This is an optimization exercise on Yosys and OpenROAD, whose aim is small area, a short achievable clock period and few clock cycles per item, not a production implementation.
In this exercise RTL edits were held to simulation tests only and were not proved equivalent to the original.
Power is estimated from default activity; no workload was simulated.

<file path="design/flow/design.v">
package cache_pkg;
  typedef logic [9-1:0]  addr_t;   
  typedef logic [8-1:0]  data_t;   
  typedef logic [2-1:0]   tag_t;    
  typedef logic [7-1:0] index_t;  
  typedef enum logic [2:0] {
    line_i = 3'b000,  
    line_s = 3'b001,  
    line_e = 3'b010,  
    line_o = 3'b011,  
    line_m = 3'b100   
  } moesi_e;
  typedef enum logic [2:0] {
    op_none      = 3'd0,
    op_cpu_read  = 3'd1,
    op_cpu_write = 3'd2,
    op_dir_inv   = 3'd3,  
    op_dir_gets  = 3'd4   
  } op_e;
endpackage
module moesi_cache_top
(
  input  logic  clk,
  input  logic  rst_n,
  input  logic  cpu_read_req,
  input  cache_pkg::addr_t cpu_read_addr,
  output logic  cpu_read_ack,
  output cache_pkg::data_t cpu_read_data,
  input  logic  cpu_write_req,
  input  cache_pkg::addr_t cpu_write_addr,
  input  cache_pkg::data_t cpu_write_data,
  output logic  cpu_write_ack,
  output logic  read_s,
  output logic  read_ex,
  output cache_pkg::addr_t cache_req_addr,
  output logic  write_back,
  output cache_pkg::tag_t  wb_tag,
  output cache_pkg::data_t wb_data,
  input  logic  read_s_ack,
  input  logic  read_ex_ack,
  input  cache_pkg::data_t mem_data,
  input  logic  shared,
  input  logic  inv_req,
  input  cache_pkg::addr_t inv_addr,
  output logic  inv_ack,
  input  logic  gets_req,
  input  cache_pkg::addr_t gets_addr,
  output logic  gets_ack,
  output cache_pkg::data_t owned_data
);
  localparam int N = 128;
  logic [N-1:0]     v_mem, d_mem, x_mem;
  cache_pkg::tag_t  tag_mem  [N];
  cache_pkg::data_t data_mem [N];
  logic any_req;
  cache_pkg::addr_t sel_addr;
  assign any_req  = cpu_read_req | cpu_write_req | inv_req | gets_req;
  assign sel_addr = ({9{cpu_read_req}}  & cpu_read_addr)  |
                    ({9{cpu_write_req}} & cpu_write_addr) |
                    ({9{inv_req}}       & inv_addr)       |
                    ({9{gets_req}}      & gets_addr);
  logic [7:0]  rd_hi;
  logic [15:0] rd_lo;
  always_comb begin
    for (int j = 0; j < 8; j++)  rd_hi[j] = (sel_addr[6:4] == j[2:0]);
    for (int k = 0; k < 16; k++) rd_lo[k] = (sel_addr[3:0] == k[3:0]);
  end
  logic [12:0] rd_grp [8];
  logic [12:0] rd_line;
  always_comb begin
    rd_line = '0;
    for (int j = 0; j < 8; j++) begin
      rd_grp[j] = '0;
      for (int k = 0; k < 16; k++)
        rd_grp[j] = rd_grp[j] | ({13{rd_lo[k]}} &
                    {v_mem[16*j+k], d_mem[16*j+k], x_mem[16*j+k], tag_mem[16*j+k], data_mem[16*j+k]});
      rd_line = rd_line | ({13{rd_hi[j]}} & rd_grp[j]);
    end
  end
  logic busy, waiting;
  logic op_rd, op_wr, op_inv, op_gets;
  cache_pkg::addr_t addr_q;
  logic l_v, l_d, l_x;
  cache_pkg::tag_t  l_tag;
  cache_pkg::data_t l_data;
  always_ff @(posedge clk) begin
    if (!busy) begin
      op_rd   <= cpu_read_req;
      op_wr   <= cpu_write_req;
      op_inv  <= inv_req;
      op_gets <= gets_req;
      addr_q  <= sel_addr;
      l_v     <= rd_line[12];
      l_d     <= rd_line[11];
      l_x     <= rd_line[10];
      l_tag   <= rd_line[9:8];
      l_data  <= rd_line[7:0];
    end
  end
  logic look, hit, tagne, rd_miss, wr_dir, fill_s, fill_x;
  assign look    = busy & ~waiting;
  assign tagne   = l_tag != addr_q[8:7];
  assign hit     = l_v & ~tagne;
  assign rd_miss = op_rd & ~hit;
  assign wr_dir  = op_wr & ~(hit & l_x);      
  assign fill_s  = waiting & op_rd & read_s_ack;
  assign fill_x  = waiting & op_wr & read_ex_ack;
  always_ff @(posedge clk) begin
    if (!rst_n) begin
      busy    <= 1'b0;
      waiting <= 1'b0;
    end else if (!busy) begin
      busy    <= any_req;
    end else if (look) begin
      busy    <= rd_miss | wr_dir;
      waiting <= rd_miss | wr_dir;
    end else if (fill_s | fill_x) begin
      busy    <= 1'b0;
      waiting <= 1'b0;
    end
  end
  logic wr_hit, we_v, we_x, we_d;
  logic v_n, x_n;
  cache_pkg::data_t data_n;
  assign wr_hit = look & op_wr & hit & l_x;
  assign we_v   = (look & op_inv & hit) | fill_s | fill_x;
  assign we_x   = wr_hit | (look & op_gets & hit) | fill_s | fill_x;
  assign we_d   = wr_hit | fill_s | fill_x;         
  assign v_n    = ~op_inv;
  assign x_n    = op_wr | (op_rd & ~shared);
  assign data_n = op_rd ? mem_data : cpu_write_data;
  logic [7:0]  wr_hi;
  logic [15:0] wr_lo;
  logic [N-1:0] wr_row;
  always_comb begin
    for (int j = 0; j < 8; j++)  wr_hi[j] = (addr_q[6:4] == j[2:0]);
    for (int k = 0; k < 16; k++) wr_lo[k] = (addr_q[3:0] == k[3:0]);
    for (int i = 0; i < N; i++)  wr_row[i] = wr_hi[i/16] & wr_lo[i%16];
  end
  for (genvar i = 0; i < N; i++) begin : g_row
    always_ff @(posedge clk) begin
      if (!rst_n || (we_v && wr_row[i])) v_mem[i] <= rst_n & v_n;
      if (we_x && wr_row[i]) x_mem[i] <= x_n;
      if (we_d && wr_row[i]) begin
        d_mem[i]    <= op_wr;
        tag_mem[i]  <= addr_q[8:7];
        data_mem[i] <= data_n;
      end
    end
  end
  assign cpu_read_ack   = (look & op_rd & hit) | fill_s;
  assign cpu_write_ack  = wr_hit | fill_x;
  assign inv_ack        = look & op_inv;
  assign gets_ack       = look & op_gets;
  assign read_s         = busy & rd_miss;
  assign read_ex        = busy & wr_dir;
  assign write_back     = busy & (op_rd | op_wr) & l_v & tagne;
  assign cache_req_addr = addr_q;
  assign wb_tag         = l_tag;
  assign wb_data        = (op_inv & ~(hit & (l_d | l_x))) ? '0 : l_data;
  assign owned_data     = (hit & l_d) ? l_data : '0;
  assign cpu_read_data  = waiting ? mem_data : l_data;
endmodule
</file>
<file path="design/flow/run.sh">
#!/bin/bash
# synth_recipe.tcl (not shown) runs the flow's synth.tcl, then flattens the netlist and writes it again
# the make line also repeats each setting of config.mk as NAME=value (left out here)
make -C /OpenROAD-flow-scripts/flow DESIGN_CONFIG=/design/flow/config.mk WORK_HOME=/design/flow/orfs CLKGATE_MAP_FILE= SYNTH_SCRIPT=/design/flow/synth_recipe.tcl finish
</file>
<file path="design/flow/config.mk">
export PLATFORM = sky130hd
export DESIGN_NAME = moesi_cache_top
export DESIGN_NICKNAME = moesi_cache_top
export VERILOG_FILES = /design/flow/design.v
export SDC_FILE = /design/flow/constraint.sdc
export NUM_CORES = 4
export LEC_CHECK = 0
export CAP_MARGIN = 20
export CORE_MARGIN = 2
export CORE_UTILIZATION = 60
export SETUP_SLACK_MARGIN = 3.3
export SLEW_MARGIN = 20
</file>
<file path="design/flow/constraint.sdc">
create_clock -name core_clock -period 7.0 [get_ports {clk}]
set_input_delay 1.4000 -clock core_clock [delete_from_list [all_inputs] [get_ports {clk}]]
set_output_delay 1.4000 -clock core_clock [all_outputs]
set_load 0.01 [all_outputs]
</file>
==> notes.md <==
crit start category register; fin crit share roughly 57%; Comb pwr share ~11%; most frequent cells in the layout edfxtp_1, a22oi_1, a22o_1; hold crit path type reg -> reg; I/O Pins 103; Seq pwr share 50.9%; Period minus WS final 3.97 ns; Die Y roughly 330 microns; max cap viols 0; clk sinks 1692; P_sw 5.65 mW; Fin. Hold Viols 0; Main synth FF type edfxtp_1; Worst Skew between 0.03 and 0.04 ns; gpl congestion approximately 0.90; Unique masters post-synth 60; DP HPWL 117 mm; initial antenna violation count 19; via count around 43000; CP Data Required Time roughly 5.6 ns; Syn Area/Cell 16.6 sq um; most frequent CP cell buf_6; Worst path max stage delay about 0.49 ns; clock network power share 37.7%; DRT Pass-1 Iters 7; Worst Hold End waiting; switch share between 20 and 25%; FFs w/ async S/R, synth 0%; clock insertion delay at the later pin of the skew report about 0.80 ns; IO buf count between 100 and 150; Reg2Reg Depth 12; Nets about 4300; area post-placement 68600 sq um; root buffer cell clkbuf_16; Remaining Overflow, GRT 0; WS Path Type reg -> out; static leakage 24.3 nW; Num CTS Buffers around 160; final instance area 77700 sq um; fraction of layout cells with a size suffix above 1 21.4%; Arr. time, crit path around 2.6 ns; Power Density between 200 and 300 nW/um^2; P&R area growth vs syn 19.9%; vias in the first global route between 30000 and 40000; Fin Setup TNS 0 ns; most common library cell in the layout ignoring fill and taps edfxtp_1; CP cell instances xor2_2 -> nor2_4 -> and2_4 -> o21ai_2 -> nand2_2 -> buf_6 -> buf_6 -> and2_4 -> buf_6; Die ar. roughly 110000 sq um; pin count of the biggest net entering global routing between 100 and 150; syn_nets between 3000 and 4000; clock-pin transition on the worst setup and hold timing paths 0.06 ns; Syn Inst Count just under 4000; Buf+Inv Stages, Crit Path 3; hold buffers post-CTS 0; Synth Cell Area about 65000 sq um; DR WL/cell between 30 and 40 microns; Clock Path Buffers 3; status timing/DRC/antenna clean; core area between 100000 and 150000 sq um; peak supply drop approximately 0.23 mV; CP Capture Type output port; Hold Path Cell Cnt 3; H-tree lvl count 4; f_max between 200 and 300 MHz; R2R Setup Slk around 3.4 ns; All-Layer GR Usage 39.6%; vias per cell between 7 and 8; first-pass GRT wire length ~300 mm; 1st-iter DRT viols about 8400; Seq/Total Area, Yosys 78.4%; worst slew pin tran about 1.3 ns; post-synthesis register bit count about 1700; reg-to-reg critical path startpoint l_tag[0]; Finish-stage setup viols 0; detailed-route wire length about 230 mm; hold path start busy; reg2reg end tag_mem[8][0]; Cell Int Power 17.0 mW; CTS tree done; Synth Warn # 4; DIE WIDTH 333 microns; # rows between 100 and 150; DRC 0; CP top delay family simple AND/OR/NAND/NOR gates; Filler Cell Count around 6600; fin. max-slew vios 0; RSZ-0062 raised after global routing true; number of flops mapped to enable cells by yosys between 1500 and 2000; Max FO, Critical Path 4; initial core utilization between 60% and 70%; DRT antenna net count 0; Slew HR 15.6%; crit path max-delay cell type edfxtp_1
[Yosys cell counts (2+ instances only)]
library cell / n / area, sq um
and3_1: 54 / 338
o21ai_0: 162 / 811
and4_1: 14 / 123
a211oi_2: 2 / 25.0
a22oi_2: 4 / 50.1
dfxtp_1: 2 / 40.0
a22oi_1: 508 / 3810
nand4_1: 91 / 569
buf_1: 11 / 41.3
o21ai_1: 57 / 285
a21oi_1: 14 / 70.1
o211a_1: 2 / 20.0
a31oi_1: 15 / 93.8
nand4b_1: 12 / 105
and2_1: 17 / 106
nor2_1: 275 / 1030
nor3b_1: 3 / 22.5
a22o_1: 225 / 1970
nor3_1: 9 / 45.0
clkbuf_1: 196 / 736
buf_4: 8 / 60.1
and3b_1: 2 / 17.5
a211oi_1: 77 / 578
nor2b_1: 4 / 25.0
a2111oi_0: 14 / 123
o32a_1: 26 / 260
a211o_1: 13 / 114
mux2_2: 16 / 180
buf_2: 91 / 455
o22ai_1: 12 / 75.1
inv_1: 4 / 15.0
a222oi_1: 104 / 1040
edfxtp_1: 1690 / 50700
inv_2: 3 / 11.3
nand2b_1: 4 / 25.0
nor3_2: 4 / 40.0
nand2_1: 145 / 544
xor2_1: 2 / 17.5
[power by group through the flow]
stage	Sequential (mW)	Combinational [mW]	Clock (mW)
global route	11.5	2.60	8.89
CTS	11.5	2.30	8.52
floorplan	11.7	1.03	0
detailed placement	11.7	1.94	0
finish	11.5	2.57	8.53
global placement	11.7	1.90	0
[metrics by stage]
stage	power, mW	util [%]	hold slack, ns	setup slack [ns]	instances
CTS	22.3	71.2	0.581	3.07	5664
global route	23.0	72.6	0.644	3.02	5758
detailed placement	13.7	64.1	0.566	1.39	5223
finish	22.6	72.6	0.578	3.03	5768
global placement	13.6	64.1	0.530	1.46	5223
floorplan	12.7	-	0.510	2.77	3914
[tightest hold or removal path, stage by stage, from the launching register on]
cell and delay [ns]:
dfxtp_1 0.34, nand2_1 0.07, nand2_1 0.05, nor2_1 0.08
[registers in the layout, indices dropped and copies added (netlist names), 2 cells and up]
signal / count
tag_mem: 256
d_mem: 128
data_mem: 1024
x_mem: 128
addr_q: 9
l_tag: 2
l_data: 8
v_mem: 128
[worst max path at each step]
| stage | slack, ns | start | to | depth (start not counted) |
|---|---|---|---|---|
| global placement | 1.46 | cpu_read_req | l_tag[1] | 10 |
| CTS | 3.07 | l_tag[0] | wb_data[2] | 9 |
| floorplan | 2.77 | addr_q[7] | wb_data[0] | 7 |
| global route | 3.02 | l_tag[0] | wb_data[3] | 9 |
| detailed placement | 1.39 | inv_req | l_tag[1] | 10 |
| finish | 3.03 | l_tag[0] | wb_data[3] | 9 |
[routing by layer]
layer,up-vias,track usage [%],share of wire (%),wire length (microns)
li1,16900,-,-,-
met5,-,0,0.067,152
met4,18,18.0,4.8,10900
met3,525,13.1,16,37100
met1,21700,55.8,35,80000
met2,3540,56.7,43,98200
[cells by family (layout without fill, tap and decap cells)]
logic type,count (synthesis),count (layout),synth area share (%)
AO/OA/AOI/OAI,1246,1249,14.6
XOR/XNOR,2,2,0.0270
buffers and inverters,317,735,2.08
flip-flops,1692,1692,78.4
multiplexers,16,16,0.278
other,0,11,0
AND/OR/NAND/NOR,641,660,4.71
[layout make-up]
class                   instances  area, sq um  area share [%]
flip-flops and latches       1692        50800            65.3
clock inverters                87          708           0.911
inverters                       9         50.0          0.0644
diodes                         11         27.5          0.0354
multi-input cells            1927        14900            19.1
repair buffers                427         5170            6.65
clock buffers                 212         4390            5.65
well taps                    1403         1760            2.26
[what timing repair did]
action | 4_1_cts | 5_1_grt
pin swaps | 113 | 87
hold endpoints to repair | 0 | 0
resized for setup | 373 | 120
buffers inserted | 103 | 76
endpoints found under the setup margin | 229 | 299
gates cloned | 39 | 16
Testbench counts, summed over its fixed seeds: cycles 84,376, items 24,000.

## afterwards: timing with drivers on the ports
The results above use ideal ports. As a check the final layout listed here was re-extracted and re-timed, cells and wires unchanged. Step 1 assumes that a clkbuf_16 drives the clock port and a buf_2 every other input. Step 2 also shifts input and output timing later by t, the mid clock arrival at the registers, as if the neighbouring blocks saw the same clock. a / b / c = ideal / step 1 / step 2; a / b = the first two.
t, ns: 0.854
slack for setup (ns): 3.030 / 2.954 / 2.344
worst setup path at the end: input to register
slew at the worst register clock pin (ns): 0.07 / 0.07
After both steps this run still meets setup and hold. For this run, drivers alone change the setup slack by -0.076 ns; drivers and shift together by -0.686 ns.
